Source: an optimization exercise on an open RTL-to-GDS flow (aim: small area, a short achievable clock period and few clock cycles). Production flows keep margins and buffers that such runs may drop.
In this exercise RTL edits were held to simulation tests only and were not proved equivalent to the original.
The flow treats the clock pin as an ideal source. Dropping or thinning the clock tree relies on that and would not hold on a real chip.
Power is estimated from default activity; no workload was simulated.

## v6
==> module pkt_loopback_top, before the edit <==
module pkt_loopback_top (
    input  logic  rd_clk,
    input  logic  rd_rst_n,
    input  logic  link_up,
    input  logic  rx_valid,
    input  pkt_loopback_pkg::beat_t rx_beat,
    output logic  tx_valid,
    output pkt_loopback_pkg::beat_t tx_beat,
    input  logic  tx_ready
);
    localparam int N  = 16;          
    localparam int W  = 64 + 3 + 1;   
    localparam int P  = 4;           
    localparam int PW = 64 / P;
    logic [W-1:0] slot [N];
    logic [P-1:1] carry;             
    logic [N-1:0] v;                 
    logic [N-1:0] move;              
    logic         pop;
    logic         tv;                
    logic         next_sop;          
    logic         out_sop;
    assign pop = tv && tx_ready;
    logic [N-1:1] room;              
    logic [N:0]   none;              
    logic [N:0]   one;               
    logic [N-1:0] none_below_top;    
    logic [N-1:0] v_stay;            
    logic [N-1:0] v_shift;           
    logic [N-1:0] v_nxt;
    logic [N-1:1] room_nxt;
    always_comb begin
        none[N] = 1'b1;
        one[N]  = 1'b1;
        for (int i = N - 1; i >= 0; i--) begin
            none[i] = none[i+1] && v[i];
            one[i]  = v[i] ? one[i+1] : none[i+1];
        end
        none_below_top[N-1] = 1'b1;
        for (int i = N - 2; i >= 0; i--) begin
            none_below_top[i] = none_below_top[i+1] && v[i];
        end
        move[0] = rx_valid;
        for (int i = 1; i < N; i++) begin
            move[i] = room[i] || (v[i-1] && pop);
        end
        v_stay[0]  = rx_valid || (v[0] && none[1]);
        v_shift[0] = rx_valid;
        for (int i = 1; i < N; i++) begin
            v_stay[i]  = room[i] || (v[i] && none[i+1]);
            v_shift[i] = v[i-1];
        end
        v_nxt = pop ? v_shift : v_stay;
        room_nxt[1] = rx_valid && (pop ? !none_below_top[0] : !one[0]);
        for (int i = 2; i < N; i++) begin
            room_nxt[i] = v[i-2] && (pop ? !none_below_top[i-1] : !one[i-1]);
        end
    end
    logic [W-1:0] step [P];
    logic [P-1:0] cout;
    always_comb begin
        for (int i = 0; i < P; i++) begin
            logic         cin;
            logic [PW-1:0] part;
            cin     = (i == 0) ? 1'b1 : carry[i == 0 ? 1 : i];
            part    = slot[i][i*PW +: PW];
            step[i] = slot[i];
            step[i][i*PW +: PW] = part + PW'(cin);
            cout[i] = cin && (&part);
        end
    end
    always_ff @(posedge rd_clk) begin
        if (move[0]) begin
            slot[0] <= {rx_beat.eop,
                        rx_beat.empty & {3{rx_beat.eop}},
                        rx_beat.data};
        end
        for (int i = 1; i <= P; i++) begin
            if (move[i]) begin
                slot[i] <= step[i-1];
            end
        end
        for (int i = 1; i < P; i++) begin
            if (move[i]) begin
                carry[i] <= cout[i-1];
            end
        end
        for (int i = P + 1; i < N - 1; i++) begin
            if (move[i]) begin
                slot[i] <= slot[i-1];
            end
        end
    end
    logic keep_top;
    assign keep_top = v[N-1] && !pop;
    always_ff @(posedge rd_clk) begin
        slot[N-1] <= (slot[N-2] & {W{move[N-1]}}) | (slot[N-1] & {W{keep_top}});
        out_sop   <= (next_sop & move[N-1]) | (out_sop & keep_top);
    end
    always_ff @(posedge rd_clk or negedge rd_rst_n) begin
        if (!rd_rst_n) begin
            v        <= '0;
            room     <= '0;
            tv       <= 1'b0;
            next_sop <= 1'b1;
        end else begin
            v        <= v_nxt;
            room     <= room_nxt;
            if (move[N-1]) begin
                next_sop <= slot[N-2][W-1];
            end
            tv       <= v_nxt[N-1] && link_up;
        end
    end
    always_ff @(posedge rd_clk) begin
        tx_valid <= v_nxt[N-1] && link_up;
    end
    assign tx_beat = {out_sop, slot[N-1]};
endmodule
clock: 5.0 ns
lec_check: 0
cap_margin: 20
core_margin: 2
core_utilization: 65
setup_slack_margin: 3.05
slew_margin: 20
standard.sh (not shown) runs the stock make flow with config.mk's settings and CLKGATE_MAP_FILE= SYNTH_SCRIPT=/design/flow/synth_recipe.tcl, a recipe that flattens the netlist after the stock synthesis.
==> flow/flow/run.sh <==
#!/bin/bash
# The standard layout with two changes: the port buffers are buf_2 cells
# rather than the delay buffer that buffer_ports picks by default (every port
# still gets its own buffer), and the clock tree is built by cts_tree.tcl, a
# balanced two-level tree, in place of TritonCTS's three-level one. The make
# output goes to standard_flow.log here; ORFS keeps each step's log under
# orfs/logs. Timing repair fixes fanout with buffers rather than by cloning
# gates.
set -euo pipefail
here=$(pwd)
bash standard.sh BUFFER_PORTS_ARGS="-buffer_cell sky130_fd_sc_hd__buf_2" \
  PRE_CTS_TCL="$here/flow/cts_tree.tcl" SKIP_GATE_CLONING=1 finish > standard_flow.log 2>&1
Other scripts of this flow, unchanged in this note and not shown: flow/flow/cts_tree.tcl
Testbench counts of v6, summed over its fixed seeds: cycles 4,916.
#### Input delta (v7 over v6)
--- a/flow/design.v
+++ b/flow/design.v
@@ -37,41 +37,53 @@
     logic         next_sop;          
     logic         out_sop;
     assign pop = tv && tx_ready;
     logic [N-1:1] room;              
-    logic [N:0]   none;              
-    logic [N:0]   one;               
-    logic [N-1:0] none_below_top;    
+    logic [N:0]   empty_from;        
+    logic [N-1:0] gap_at;            
+    logic [N-1:0] two_from;          
     logic [N-1:0] v_stay;            
     logic [N-1:0] v_shift;           
     logic [N-1:0] v_nxt;
     logic [N-1:1] room_nxt;
     always_comb begin
-        none[N] = 1'b1;
-        one[N]  = 1'b1;
-        for (int i = N - 1; i >= 0; i--) begin
-            none[i] = none[i+1] && v[i];
-            one[i]  = v[i] ? one[i+1] : none[i+1];
+        empty_from[N] = 1'b0;
+        for (int i = 0; i < N; i++) begin
+            empty_from[i] = !v[i] || ((i < N - 1) ? room[(i < N - 1) ? i + 1 : 1] : 1'b0);
         end
-        none_below_top[N-1] = 1'b1;
+        for (int i = 0; i < N; i++) begin
+            gap_at[i] = !v[i] && empty_from[i+1];
+        end
+        two_from[N-1] = 1'b0;
         for (int i = N - 2; i >= 0; i--) begin
-            none_below_top[i] = none_below_top[i+1] && v[i];
+            two_from[i] = two_from[i+1] || gap_at[i];
         end
         move[0] = rx_valid;
         for (int i = 1; i < N; i++) begin
             move[i] = room[i] || (v[i-1] && pop);
         end
-        v_stay[0]  = rx_valid || (v[0] && none[1]);
+        v_stay[0]  = rx_valid || (v[0] && !empty_from[1]);
         v_shift[0] = rx_valid;
         for (int i = 1; i < N; i++) begin
-            v_stay[i]  = room[i] || (v[i] && none[i+1]);
+            v_stay[i]  = room[i] || (v[i] && !empty_from[i+1]);
             v_shift[i] = v[i-1];
         end
         v_nxt = pop ? v_shift : v_stay;
-        room_nxt[1] = rx_valid && (pop ? !none_below_top[0] : !one[0]);
+        room_nxt[1] = rx_valid && (two_from[0] || (pop && v[N-1] && empty_from[0]));
         for (int i = 2; i < N; i++) begin
-            room_nxt[i] = v[i-2] && (pop ? !none_below_top[i-1] : !one[i-1]);
+            room_nxt[i] = v[i-2] && (two_from[i-1] || (pop && v[N-1] && empty_from[i-1]));
         end
+    end
+    logic         skip;
+    logic [N-1:0] v_fin;
+    logic [N-1:1] room_fin;
+    always_comb begin
+        skip  = v[N-3] && !v[N-2] && (pop || !v[N-1]);
+        v_fin = v_nxt;
+        v_fin[N-1] = v_nxt[N-1] || skip;
+        v_fin[N-2] = v_nxt[N-2] && !skip;
+        room_fin = room_nxt;
+        room_fin[N-1] = room_nxt[N-1] && !skip;
     end
     logic [W-1:0] step [P];
     logic [P-1:0] cout;
     always_comb begin
@@ -109,27 +121,31 @@
     end
     logic keep_top;
     assign keep_top = v[N-1] && !pop;
     always_ff @(posedge rd_clk) begin
-        slot[N-1] <= (slot[N-2] & {W{move[N-1]}}) | (slot[N-1] & {W{keep_top}});
-        out_sop   <= (next_sop & move[N-1]) | (out_sop & keep_top);
+        slot[N-1] <= (slot[N-2] & {W{move[N-1]}}) | (slot[N-3] & {W{skip}}) |
+                     (slot[N-1] & {W{keep_top}});
+        out_sop   <= (next_sop & (move[N-1] || skip)) | (out_sop & keep_top);
     end
     always_ff @(posedge rd_clk or negedge rd_rst_n) begin
         if (!rd_rst_n) begin
             v        <= '0;
             room     <= '0;
             tv       <= 1'b0;
             next_sop <= 1'b1;
         end else begin
-            v        <= v_nxt;
-            room     <= room_nxt;
+            v        <= v_fin;
+            room     <= room_fin;
             if (move[N-1]) begin
                 next_sop <= slot[N-2][W-1];
             end
-            tv       <= v_nxt[N-1] && link_up;
+            if (skip) begin
+                next_sop <= slot[N-3][W-1];
+            end
+            tv       <= v_fin[N-1] && link_up;
         end
     end
     always_ff @(posedge rd_clk) begin
-        tx_valid <= v_nxt[N-1] && link_up;
+        tx_valid <= v_fin[N-1] && link_up;
     end
     assign tx_beat = {out_sop, slot[N-1]};
 endmodule
## What came out
Compare v6 and v7 | die area higher: v7. Wire length of the first global-routing pass for v7: about 30% up relative to v6. On detailed-route via count, v6 beats v7. Relative to v6, the non-filler instance count after layout of v7 is higher by 166. NOTE via density per instance v6->v7 increased by a few percent. Fraction of power spent switching nets: v7 vs v6 up 2.0 points. Looking at critical path depth, v7 sits 3 higher than v6 does. Routed wire in v7 totals more than in v6. When the final numbers for v6 and v7 were put side by side, the post-route total power turned out to be greater in v7. Sequential cell area share in v7 is 3.8 points below v6. v7 vs v6, compound-cell area share of the yosys netlist went up by 0.20 points. The design area of v7 was inferior to that of v6. Final critical-path required period for v7 is higher than for v6. The max-cap violation count on v7 is in line with that on v6.
Testbench counts of v7, summed over its fixed seeds: cycles 4,821.
No run of this note takes its clock network from TritonCTS; it comes from the design's own scripts or RTL.

-- re-timing with driven ports --
The flow's constraints put no driver on any port. The routed layouts listed below were extracted and timed again, unchanged, in two steps. Step 1 sets driving cells, clkbuf_16 on the clock port and buf_2 on the other inputs (assumed; they add their load-dependent delay and slew). Step 2, shift: input delay + t, output delay - t, t = (earliest + latest rising clock arrival at the registers) / 2. This alone moves slack from input paths to output paths. Slacks: no drivers / after step 1 / after step 2; pairs: no drivers / after step 1.
run | shift t [ns] | slack for setup (ns) | cell pins on the clock port's net
v6 | 0.527 | 3.082 / 2.985 / 2.777 | 4
v7 | 0.537 | 3.006 / 2.959 / 2.524 | 4
After both steps setup and hold are still met in every run listed. The setup slack of v7, which loses most, moves by -0.047 ns with the drivers and by -0.482 ns with both steps.
